Source: an optimization exercise on an open RTL-to-GDS flow (aim: small area, a short achievable clock period and few clock cycles). Production flows keep margins and buffers that such runs may drop.
Where RTL was checked, it was by simulation tests only, not by an equivalence proof against the original.

Design julia_worker, start of the top module:
module julia_worker (
	input  logic               tb_clk,
	input  logic               rst,
	input  logic               start,
	input  logic [19:0]        pixel,   
	input  logic [43:0]        c,       
	input  logic               mc_busy,
	output logic               ready,
	output logic               done,
	output logic [63:0]        result   
);
	logic        busy;
	logic        load;
	logic        tree_escaped;
	logic        periodic;
	logic [7:0]  count;
	logic [19:0] pix_q;
	logic [13:0] xr, xi, xr0, xi0;
	logic [1:0]  xr_top, xi_top;    
	logic        ovr, ovi;
	logic [15:0] nre, nim;
	logic [14:0] cre, cim, cre0, cim0;
	logic [27:0] z_seen;
	logic        waiting;     
	logic        w_dec;       
	logic        w_black;     
	logic        esc_q;       
	logic        per_q;       
	logic        res_free;
	logic        sure_esc;
	logic        stop;
	logic        late_stop;   
	logic        step;
	logic        transfer;
	logic [19:0] res_index;
	logic [19:0] pix_index;
	logic [7:0]  res_count;
	logic        res_black;
	jw_sure_escape u_sure (
		.xr       (xr),
		.xi       (xi),
		.ovr      (ovr),
		.ovi      (ovi),
		.sure_esc (sure_esc)
	);
	assign stop = late_stop | sure_esc;
	assign step = busy & ~waiting & ~stop;
	jw_control u_control (
		.rst      (rst),
		.start    (start),
		.mc_busy  (mc_busy),
		.busy     (busy),
		.waiting  (waiting),
		.done     (done),
		.stop     (stop),
		.ready    (ready),
		.load     (load),
		.res_free (res_free)
	);
	iter_counter u_counter (
  ...
For scale: about 160 flip-flops, roughly 130 I/O pins, ~0.019 mm² of cells after synthesis.
==> module julia_worker, before the edit <==
module julia_worker (
	input  logic               tb_clk,
	input  logic               rst,
	input  logic               start,
	input  logic [19:0]        pixel,   
	input  logic [43:0]        c,       
	input  logic               mc_busy,
	output logic               ready,
	output logic               done,
	output logic [63:0]        result   
);
	logic        busy;
	logic        load;
	logic        tree_escaped;
	logic        periodic;
	logic [7:0]  count;
	logic [19:0] pix_q;
	logic [13:0] xr, xi, xr0, xi0;
	logic [1:0]  xr_top, xi_top;    
	logic        ovr, ovi;
	logic [15:0] nre, nim;
	logic [14:0] cre, cim, cre0, cim0;
	logic [27:0] z_seen;
	logic        waiting;     
	logic        w_dec;       
	logic        w_black;     
	logic        esc_q;       
	logic        per_q;       
	logic        res_free;
	logic        sure_esc;
	logic        stop;
	logic        late_stop;   
	logic        step;
	logic        transfer;
	logic [19:0] res_index;
	logic [19:0] pix_index;
	logic [7:0]  res_count;
	logic        res_black;
	jw_sure_escape u_sure (
		.xr       (xr),
		.xi       (xi),
		.ovr      (ovr),
		.ovi      (ovi),
		.sure_esc (sure_esc)
	);
	assign stop = late_stop | sure_esc;
	assign step = busy & ~waiting & ~stop;
	jw_control u_control (
		.rst      (rst),
		.start    (start),
		.mc_busy  (mc_busy),
		.busy     (busy),
		.waiting  (waiting),
		.done     (done),
		.stop     (stop),
		.ready    (ready),
		.load     (load),
		.res_free (res_free)
	);
	iter_counter u_counter (
		.tb_clk   (tb_clk),
		.load     (load),
		.step     (step),
		.count    (count)
	);
	assign transfer = busy & res_free & (waiting | stop);
	always_ff @(posedge tb_clk) begin
		if (rst) begin
			busy    <= 1'b0;
			waiting <= 1'b0;
			done    <= 1'b0;
			esc_q   <= 1'b0;
			per_q   <= 1'b0;
			late_stop <= 1'b0;
		end else begin
			busy    <= load | (busy & ~transfer);
			waiting <= busy & ~load & ~res_free & (waiting | stop);
			done    <= transfer | (done & mc_busy);
			esc_q   <= step & tree_escaped;
			per_q   <= step & periodic;
			late_stop <= step & (tree_escaped | periodic | (count == 8'(MAX_ITER - 1)));
		end
		if (~waiting) begin
			w_dec   <= esc_q;
			w_black <= ~esc_q & (per_q | (count == 8'(MAX_ITER)));
		end
	end
	always_ff @(posedge tb_clk) begin
		if (res_free) begin
			res_index <= pix_index;
			if (waiting) begin
				res_count <= w_dec ? count - 8'd1 : count;
				res_black <= w_black;
			end else begin
				res_count <= esc_q ? count - 8'd1 : count;
				res_black <= ~esc_q & (per_q | (count == 8'(MAX_ITER)));
			end
		end
	end
	jw_start u_start (
		.pixel (pixel),
		.c     (c),
		.xr    (xr0),
		.xi    (xi0),
		.cre   (cre0),
		.cim   (cim0)
	);
	jw_step u_step (
		.xr      (xr),
		.xi      (xi),
		.cre     (cre),
		.cim     (cim),
		.escaped (tree_escaped),
		.nre     (nre),
		.nim     (nim)
	);
	always_ff @(posedge tb_clk) begin
		if (count[3:0] == 4'd0) begin
			z_seen <= {xr, xi};
		end
	end
	assign periodic = (count != 8'd0) & ~ovr & ~ovi & ({xr, xi} == z_seen);
	assign ovr = {xr_top, xr[13]} != {3{xr[13]}};
	assign ovi = {xi_top, xi[13]} != {3{xi[13]}};
	always_ff @(posedge tb_clk) begin
		if (load) begin
			{xr_top, xr} <= {{2{xr0[13]}}, xr0};
			{xi_top, xi} <= {{2{xi0[13]}}, xi0};
		end else begin
			{xr_top, xr} <= nre;
			{xi_top, xi} <= nim;
		end
		if (load) begin
			cre   <= cre0;
			cim   <= cim0;
			pix_q <= pixel;
		end
	end
	assign pix_index = {pix_q[9:0], 9'd0} + {2'd0, pix_q[9:0], 7'd0} + 20'(pix_q[19:10]);
	pixel_result u_result (
		.index  (res_index),
		.count  (res_count),
		.black  (res_black),
		.result (result)
	);
endmodule
Settings: LEC_CHECK=0, CAP_MARGIN=60, CORE_MARGIN=2, CORE_UTILIZATION=40, SLEW_MARGIN=60, SYNTH_HIERARCHICAL=1, SYNTH_MINIMUM_KEEP_SIZE=0; clock period 14.0 ns.
run.sh (not shown) runs the stock make flow with config.mk's settings and CLKGATE_MAP_FILE= SYNTH_SCRIPT=/design/flow/synth_recipe.tcl, a recipe that flattens the netlist after the stock synthesis.
Testbench counts at the start, summed over its fixed seeds: cycles 102,501.
Rerun with:
--- a/flow/design.v
+++ b/flow/design.v
@@ -568,11 +568,9 @@
 	logic        w_dec;       
 	logic        w_black;     
 	logic        esc_q;       
-	logic        per_q;       
 	logic        res_free;
 	logic        sure_esc;
 	logic        stop;
-	logic        late_stop;   
 	logic        step;
 	logic        transfer;
 	logic [19:0] res_index;
@@ -586,7 +584,7 @@
 		.ovi      (ovi),
 		.sure_esc (sure_esc)
 	);
-	assign stop = late_stop | sure_esc;
+	assign stop = esc_q | sure_esc | periodic | (count == 8'(MAX_ITER));
 	assign step = busy & ~waiting & ~stop;
 	jw_control u_control (
 		.rst      (rst),
@@ -613,19 +611,15 @@
 			waiting <= 1'b0;
 			done    <= 1'b0;
 			esc_q   <= 1'b0;
-			per_q   <= 1'b0;
-			late_stop <= 1'b0;
 		end else begin
 			busy    <= load | (busy & ~transfer);
 			waiting <= busy & ~load & ~res_free & (waiting | stop);
 			done    <= transfer | (done & mc_busy);
 			esc_q   <= step & tree_escaped;
-			per_q   <= step & periodic;
-			late_stop <= step & (tree_escaped | periodic | (count == 8'(MAX_ITER - 1)));
 		end
 		if (~waiting) begin
 			w_dec   <= esc_q;
-			w_black <= ~esc_q & (per_q | (count == 8'(MAX_ITER)));
+			w_black <= ~esc_q & (periodic | (count == 8'(MAX_ITER)));
 		end
 	end
 	always_ff @(posedge tb_clk) begin
@@ -636,7 +630,7 @@
 				res_black <= w_black;
 			end else begin
 				res_count <= esc_q ? count - 8'd1 : count;
-				res_black <= ~esc_q & (per_q | (count == 8'(MAX_ITER)));
+				res_black <= ~esc_q & (periodic | (count == 8'(MAX_ITER)));
 			end
 		end
 	end
=> Utilization fell by 0.15 points; design area fell slightly; fmax fell by a few percent; cell count fell slightly.
Testbench counts after the change, summed over its fixed seeds: cycles 102,383.

Another version of the RTL of julia_worker (not shown whole).
For scale: roughly 2,300 cells after synthesis, roughly 120 flip-flops, roughly 130 I/O pins, about 21,000 um^2 of cells after synthesis.
==> module iter_counter, before the edit <==
module iter_counter (
	input  logic             tb_clk,
	input  logic             load,
	input  logic             step,
	input  logic             periodic,
	output julia_pkg::iter_t count
);
	always_ff @(posedge tb_clk) begin
		if (load) begin
			count <= '0;
		end else if (periodic) begin
			count <= 8'(MAX_ITER);
		end else if (step) begin
			count <= count + 8'd1;
		end
	end
endmodule
==> module julia_worker, before the edit <==
module julia_worker (
	input  logic               tb_clk,
	input  logic               rst,
	input  logic               start,
	input  logic [19:0]        pixel,   
	input  logic [43:0]        c,       
	input  logic               mc_busy,
	output logic               ready,
	output logic               done,
	output logic [63:0]        result   
);
	logic        busy;
	logic        load;
	logic        escaped;
	logic        finish;
	logic [7:0]  count;
	logic [19:0] pix_q;
	logic [12:0] ur, ui, nur, nui, ur0, ui0;
	logic        sr, si, nsr, nsi, sr0, si0;
	logic [14:0] cre, cim, cre0, cim0;
	logic [27:0] z_seen;
	logic        periodic;
	jw_control u_control (
		.tb_clk  (tb_clk),
		.rst     (rst),
		.start   (start),
		.mc_busy (mc_busy),
		.finish  (finish),
		.ready   (ready),
		.done    (done),
		.busy    (busy),
		.load    (load)
	);
	iter_counter u_counter (
		.tb_clk   (tb_clk),
		.load     (load),
		.step     (busy & ~escaped),
		.periodic (busy & periodic),
		.count    (count)
	);
	always_ff @(posedge tb_clk) begin
		if (count[3:0] == 4'd0) begin
			z_seen <= {ur, sr, ui, si};
		end
	end
	assign periodic = (count != 8'd0) & ({ur, sr, ui, si} == z_seen);
	assign finish = busy & (escaped | periodic | (count == 8'(MAX_ITER - 1)));
	jw_start u_start (
		.pixel (pixel),
		.c     (c),
		.ur    (ur0),
		.sr    (sr0),
		.ui    (ui0),
		.si    (si0),
		.cre   (cre0),
		.cim   (cim0)
	);
	jw_step u_step (
		.ur      (ur),
		.sr      (sr),
		.ui      (ui),
		.si      (si),
		.cre     (cre),
		.cim     (cim),
		.escaped (escaped),
		.nur     (nur),
		.nsr     (nsr),
		.nui     (nui),
		.nsi     (nsi)
	);
	always_ff @(posedge tb_clk) begin
		if (load) begin
			{ur, sr, ui, si} <= {ur0, sr0, ui0, si0};
		end else begin
			{ur, sr, ui, si} <= {nur, nsr, nui, nsi};
		end
		if (load) begin
			cre   <= cre0;
			cim   <= cim0;
			pix_q <= pixel;
		end
	end
	pixel_result u_result (
		.pix    (pix_q),
		.count  (count),
		.result (result)
	);
endmodule
==> flow/config.mk <==
export PLATFORM = sky130hd
export DESIGN_NAME = julia_worker
export DESIGN_NICKNAME = julia_worker
export VERILOG_FILES = /design/flow/design.v
export SDC_FILE = /design/flow/constraint.sdc
export NUM_CORES = 4
export LEC_CHECK = 0
export CAP_MARGIN = 20
export CORE_MARGIN = 2
export CORE_UTILIZATION = 40
export SLEW_MARGIN = 20
==> flow/constraint.sdc <==
create_clock -name core_clock -period 14.0 [get_ports {tb_clk}]
set_input_delay 2.8000 -clock core_clock [delete_from_list [all_inputs] [get_ports {tb_clk}]]
set_output_delay 2.8000 -clock core_clock [all_outputs]
set_load 0.01 [all_outputs]
The starting point finished clean.
Testbench counts at the start, summed over its fixed seeds: cycles 104,985.
Rerun with:
--- a/flow/design.v
+++ b/flow/design.v
@@ -30,18 +30,15 @@
 import julia_pkg::*;
 module iter_counter (
 	input  logic             tb_clk,
 	input  logic             load,
 	input  logic             step,
-	input  logic             periodic,
 	output julia_pkg::iter_t count
 );
 	always_ff @(posedge tb_clk) begin
 		if (load) begin
 			count <= '0;
-		end else if (periodic) begin
-			count <= 8'(MAX_ITER);
 		end else if (step) begin
 			count <= count + 8'd1;
 		end
 	end
 endmodule
@@ -1128,12 +1125,10 @@
 	logic [7:0]  count;
 	logic [19:0] pix_q;
 	logic [12:0] ur, ui, nur, nui, ur0, ui0;
 	logic        sr, si, nsr, nsi, sr0, si0;
 	logic [14:0] cre, cim, cre0, cim0;
-	logic [27:0] z_seen;
-	logic        periodic;
 	jw_control u_control (
 		.tb_clk  (tb_clk),
 		.rst     (rst),
 		.start   (start),
 		.mc_busy (mc_busy),
@@ -1142,23 +1137,16 @@
 		.done    (done),
 		.busy    (busy),
 		.load    (load)
 	);
 	iter_counter u_counter (
-		.tb_clk   (tb_clk),
-		.load     (load),
-		.step     (busy & ~escaped),
-		.periodic (busy & periodic),
-		.count    (count)
+		.tb_clk  (tb_clk),
+		.load    (load),
+		.step    (busy & ~escaped),
+		.count   (count)
 	);
-	always_ff @(posedge tb_clk) begin
-		if (count[3:0] == 4'd0) begin
-			z_seen <= {ur, sr, ui, si};
-		end
-	end
-	assign periodic = (count != 8'd0) & ({ur, sr, ui, si} == z_seen);
-	assign finish = busy & (escaped | periodic | (count == 8'(MAX_ITER - 1)));
+	assign finish = busy & (escaped | (count == 8'(MAX_ITER - 1)));
 	jw_start u_start (
 		.pixel (pixel),
 		.c     (c),
 		.ur    (ur0),
 		.sr    (sr0),
The changed run went through all stages and came out clean.
Worst setup slack got worse by 0.19 ns.
Synthesized cell count came out lower by 6.4%.
Clock skew came out lower by 0.0048 ns.
Maximum frequency came out lower by 2.4%.
Design area came out lower by 8.7%.
Critical path depth came out higher by 1.
Routed wire length came out lower by 10%.
Testbench counts after the change, summed over its fixed seeds: cycles 131,244.

Setup of before:
julia_worker, a different RTL version from the one above (not shown whole).
Size in the first run: ~1,700 cells after synthesis, roughly 130 I/O pins.
## julia_worker
module julia_worker (
	input  logic               tb_clk,
	input  logic               rst,
	input  logic               start,
	input  logic [19:0]        pixel,   
	input  logic [43:0]        c,       
	input  logic               mc_busy,
	output logic               ready,
	output logic               done,
	output logic [63:0]        result   
);
==> module julia_worker, before the edit <==
module julia_worker (
	input  logic               tb_clk,
	input  logic               rst,
	input  logic               start,
	input  logic [19:0]        pixel,   
	input  logic [43:0]        c,       
	input  logic               mc_busy,
	output logic               ready,
	output logic               done,
	output logic [63:0]        result   
);
	logic        busy;
	logic        load;
	logic        tree_escaped;
	logic        periodic;
	logic [7:0]  count;
	logic [19:0] pix_q;
	logic [13:0] xr, xi, xr0, xi0;
	logic [1:0]  xr_top, xi_top;    
	logic        ovr, ovi;
	logic [15:0] nre, nim;
	logic [14:0] cre, cim, cre0, cim0;
	logic [27:0] z_seen;
	logic        waiting;     
	logic        w_dec;       
	logic        w_black;     
	logic        esc_q;       
	logic        esc_raw;     
	logic        stepped;     
	logic        per_q;       
	logic        res_free;
	logic        sure_esc;
	logic        stop;
	logic        late_stop;   
	logic        pstop;       
	logic        may_take;    
	logic        step;
	logic        transfer;
	logic [19:0] res_index;
	logic [19:0] pix_index;
	logic [7:0]  res_count;
	logic        res_black;
	jw_sure_escape u_sure (
		.xr       (xr),
		.xi       (xi),
		.ovr      (ovr),
		.ovi      (ovi),
		.sure_esc (sure_esc)
	);
	assign esc_q     = esc_raw & stepped;
	assign late_stop = esc_q | pstop;
	assign stop      = late_stop | sure_esc;
	assign step = busy & ~waiting & ~stop;
	jw_control u_control (
		.rst      (rst),
		.start    (start),
		.mc_busy  (mc_busy),
		.busy     (busy),
		.done     (done),
		.may_take (may_take),
		.stop     (stop),
		.ready    (ready),
		.load     (load),
		.res_free (res_free)
	);
	iter_counter u_counter (
		.tb_clk   (tb_clk),
		.load     (load),
		.step     (step),
		.count    (count)
	);
	assign transfer = busy & res_free & (waiting | stop);
	always_ff @(posedge tb_clk) begin
		if (rst) begin
			busy    <= 1'b0;
			waiting <= 1'b0;
			done    <= 1'b0;
			stepped <= 1'b0;
			may_take <= 1'b0;
			per_q   <= 1'b0;
			pstop   <= 1'b0;
		end else begin
			busy    <= load | (busy & ~transfer);
			waiting <= busy & ~load & ~res_free & (waiting | stop);
			done    <= transfer | (done & mc_busy);
			may_take <= (load | (busy & ~transfer)) & ~(busy & ~load & ~res_free & (waiting | stop))
			            & ~(transfer | (done & mc_busy));
			stepped <= step;
			per_q   <= step & periodic;
			pstop   <= step & (periodic | (count == 8'(MAX_ITER - 1)));
		end
		esc_raw <= tree_escaped;
		if (~waiting) begin
			w_dec   <= esc_q;
			w_black <= ~esc_q & (per_q | (count == 8'(MAX_ITER)));
		end
	end
	always_ff @(posedge tb_clk) begin
		if (res_free) begin
			res_index <= pix_index;
			if (waiting) begin
				res_count <= w_dec ? count - 8'd1 : count;
				res_black <= w_black;
			end else begin
				res_count <= esc_q ? count - 8'd1 : count;
				res_black <= ~esc_q & (per_q | (count == 8'(MAX_ITER)));
			end
		end
	end
	jw_start u_start (
		.pixel (pixel),
		.c     (c),
		.xr    (xr0),
		.xi    (xi0),
		.cre   (cre0),
		.cim   (cim0)
	);
	jw_step u_step (
		.xr      (xr),
		.xi      (xi),
		.cre     (cre),
		.cim     (cim),
		.escaped (tree_escaped),
		.nre     (nre),
		.nim     (nim)
	);
	always_ff @(posedge tb_clk) begin
		if (count[3:0] == 4'd0) begin
			z_seen <= {xr, xi};
		end
	end
	assign periodic = (count != 8'd0) & ~ovr & ~ovi & ({xr, xi} == z_seen);
	assign ovr = {xr_top, xr[13]} != {3{xr[13]}};
	assign ovi = {xi_top, xi[13]} != {3{xi[13]}};
	always_ff @(posedge tb_clk) begin
		if (load) begin
			{xr_top, xr} <= {{2{xr0[13]}}, xr0};
			{xi_top, xi} <= {{2{xi0[13]}}, xi0};
		end else begin
			{xr_top, xr} <= nre;
			{xi_top, xi} <= nim;
		end
		if (load) begin
			cre   <= cre0;
			cim   <= cim0;
			pix_q <= pixel;
		end
	end
	assign pix_index = {pix_q[9:0], 9'd0} + {2'd0, pix_q[9:0], 7'd0} + 20'(pix_q[19:10]);
	pixel_result u_result (
		.index  (res_index),
		.count  (res_count),
		.black  (res_black),
		.result (result)
	);
endmodule
==> module jw_start, before the edit <==
module jw_start (
	input  logic [19:0] pixel,
	input  logic [43:0] c,
	output logic [13:0] xr,
	output logic [13:0] xi,
	output logic [14:0] cre,
	output logic [14:0] cim
);
	assign xr = (14'(pixel[19:10]) - 14'(CENTER_X)) <<< MAP_SHIFT;
	assign xi = (14'(CENTER_Y) - 14'(pixel[9:0])) <<< MAP_SHIFT;
	function automatic logic [14:0] clamp15(input logic [21:0] v);
		if (v[21:14] == {8{v[21]}}) clamp15 = v[14:0];
		else clamp15 = v[21] ? 15'h4000 : 15'h3fff;
	endfunction
	assign cre = clamp15(c[43:22]);
	assign cim = clamp15(c[21:0]);
endmodule
clock: 14.0 ns
lec_check: 0
cap_margin: 60
core_margin: 2
core_utilization: 40
slew_margin: 60
synth_hierarchical: 1
synth_minimum_keep_size: 0
Testbench counts of before, summed over its fixed seeds: cycles 102,903.
diff inputs: before => after
--- a/flow/design.v
+++ b/flow/design.v
@@ -681,12 +681,14 @@
 	logic [19:0] pix_q;
 	logic [13:0] xr, xi, xr0, xi0;
 	logic [1:0]  xr_top, xi_top;    
 	logic        ovr, ovi;
 	logic [15:0] nre, nim;
 	logic [14:0] cre, cim, cre0, cim0;
+	logic        cre_big, cim_big, cre_big0, cim_big0;   
+	logic        cflag;       
 	logic [27:0] z_seen;
 	logic        waiting;     
 	logic        w_dec;       
 	logic        w_black;     
 	logic        esc_q;       
 	logic        esc_raw;     
@@ -751,12 +753,13 @@
 			            & ~(transfer | (done & mc_busy));
 			stepped <= step;
 			per_q   <= step & periodic;
 			pstop   <= step & (periodic | (count == 8'(MAX_ITER - 1)));
 		end
 		esc_raw <= tree_escaped;
+		cflag   <= ~load & (cflag | (step & (cre_big | cim_big)));
 		if (~waiting) begin
 			w_dec   <= esc_q;
 			w_black <= ~esc_q & (per_q | (count == 8'(MAX_ITER)));
 		end
 	end
 	always_ff @(posedge tb_clk) begin
@@ -773,14 +776,16 @@
 	end
 	jw_start u_start (
 		.pixel (pixel),
 		.c     (c),
 		.xr    (xr0),
 		.xi    (xi0),
-		.cre   (cre0),
-		.cim   (cim0)
+		.cre     (cre0),
+		.cim     (cim0),
+		.cre_big (cre_big0),
+		.cim_big (cim_big0)
 	);
 	jw_step u_step (
 		.xr      (xr),
 		.xi      (xi),
 		.cre     (cre),
 		.cim     (cim),
@@ -791,25 +796,27 @@
 	always_ff @(posedge tb_clk) begin
 		if (count[3:0] == 4'd0) begin
 			z_seen <= {xr, xi};
 		end
 	end
 	assign periodic = (count != 8'd0) & ~ovr & ~ovi & ({xr, xi} == z_seen);
-	assign ovr = {xr_top, xr[13]} != {3{xr[13]}};
-	assign ovi = {xi_top, xi[13]} != {3{xi[13]}};
+	assign ovr = ({xr_top, xr[13]} != {3{xr[13]}}) | cflag;
+	assign ovi = ({xi_top, xi[13]} != {3{xi[13]}});
 	always_ff @(posedge tb_clk) begin
 		if (load) begin
 			{xr_top, xr} <= {{2{xr0[13]}}, xr0};
 			{xi_top, xi} <= {{2{xi0[13]}}, xi0};
 		end else begin
 			{xr_top, xr} <= nre;
 			{xi_top, xi} <= nim;
 		end
 		if (load) begin
-			cre   <= cre0;
-			cim   <= cim0;
+			cre     <= cre0;
+			cim     <= cim0;
+			cre_big <= cre_big0;
+			cim_big <= cim_big0;
 			pix_q <= pixel;
 		end
 	end
 	assign pix_index = {pix_q[9:0], 9'd0} + {2'd0, pix_q[9:0], 7'd0} + 20'(pix_q[19:10]);
 	pixel_result u_result (
 		.index  (res_index),
@@ -821,22 +828,22 @@
 module jw_start (
 	input  logic [19:0] pixel,
 	input  logic [43:0] c,
 	output logic [13:0] xr,
 	output logic [13:0] xi,
 	output logic [14:0] cre,
-	output logic [14:0] cim
+	output logic [14:0] cim,
+	output logic        cre_big,
+	output logic        cim_big
 );
 	assign xr = (14'(pixel[19:10]) - 14'(CENTER_X)) <<< MAP_SHIFT;
 	assign xi = (14'(CENTER_Y) - 14'(pixel[9:0])) <<< MAP_SHIFT;
-	function automatic logic [14:0] clamp15(input logic [21:0] v);
-		if (v[21:14] == {8{v[21]}}) clamp15 = v[14:0];
-		else clamp15 = v[21] ? 15'h4000 : 15'h3fff;
-	endfunction
-	assign cre = clamp15(c[43:22]);
-	assign cim = clamp15(c[21:0]);
+	assign cre     = c[36:22];
+	assign cim     = c[14:0];
+	assign cre_big = c[43:36] != {8{c[43]}};
+	assign cim_big = c[21:14] != {8{c[21]}};
 endmodule
 module jw_sure_escape (
 	input  logic [13:0] xr,
 	input  logic [13:0] xi,
 	input  logic        ovr,
 	input  logic        ovi,
==> comparison <==
- Having completed the whole flow, after delivered a layout that passed the timing, design-rule and antenna checks.
- Summary of after over before: worst hold slack +8.3 ps; die area ~0 delta; number of storage elements in the synthesis netlist +3.
- before → after: critical path depth saw an increase; growth of design area from synthesis to finish went down 1.0 points; smallest setup slack after layout saw a decrease.
- Looking at start point of the critical path, the xi[13] result is from before; the xi[1] one comes from after.
Only the layout flow was run in after; the RTL was not checked for function there.

-- re-timing with driven ports --
No port has a modelled driver above. Below, the same layouts with a new extraction and two added sets of constraints.
Step 1, drivers: a clkbuf_16 drives tb_clk and a buf_2 each remaining input, both assumed.
Step 2 moves the port delays by t, midway between the first and last clock arrival at a register: inputs arrive t later, outputs are due t later. That takes back most of the time a late clock gives input paths.
a / b / c = ideal ports / drivers / drivers and shift; a / b = the first two.
| run | t (ns) | setup slack, ns | cell pins on the clock port's net |
|---|---|---|---|
| the first run of note 1 | 0.498 | 7.858 / 7.858 / 7.858 | 1 |
| the second run of note 1 | 0.495 | 7.633 / 7.585 / 7.774 | 1 |
| the first run of note 2 | 0.492 | 6.446 / 6.446 / 6.446 | 1 |
| the second run of note 2 | 0.415 | 6.259 / 6.259 / 6.259 | 1 |
| before | 0.518 | 7.922 / 7.865 / 7.959 | 1 |
| after | 0.536 | 7.835 / 7.789 / 7.835 | 1 |
After both steps every run listed still meets setup and hold.
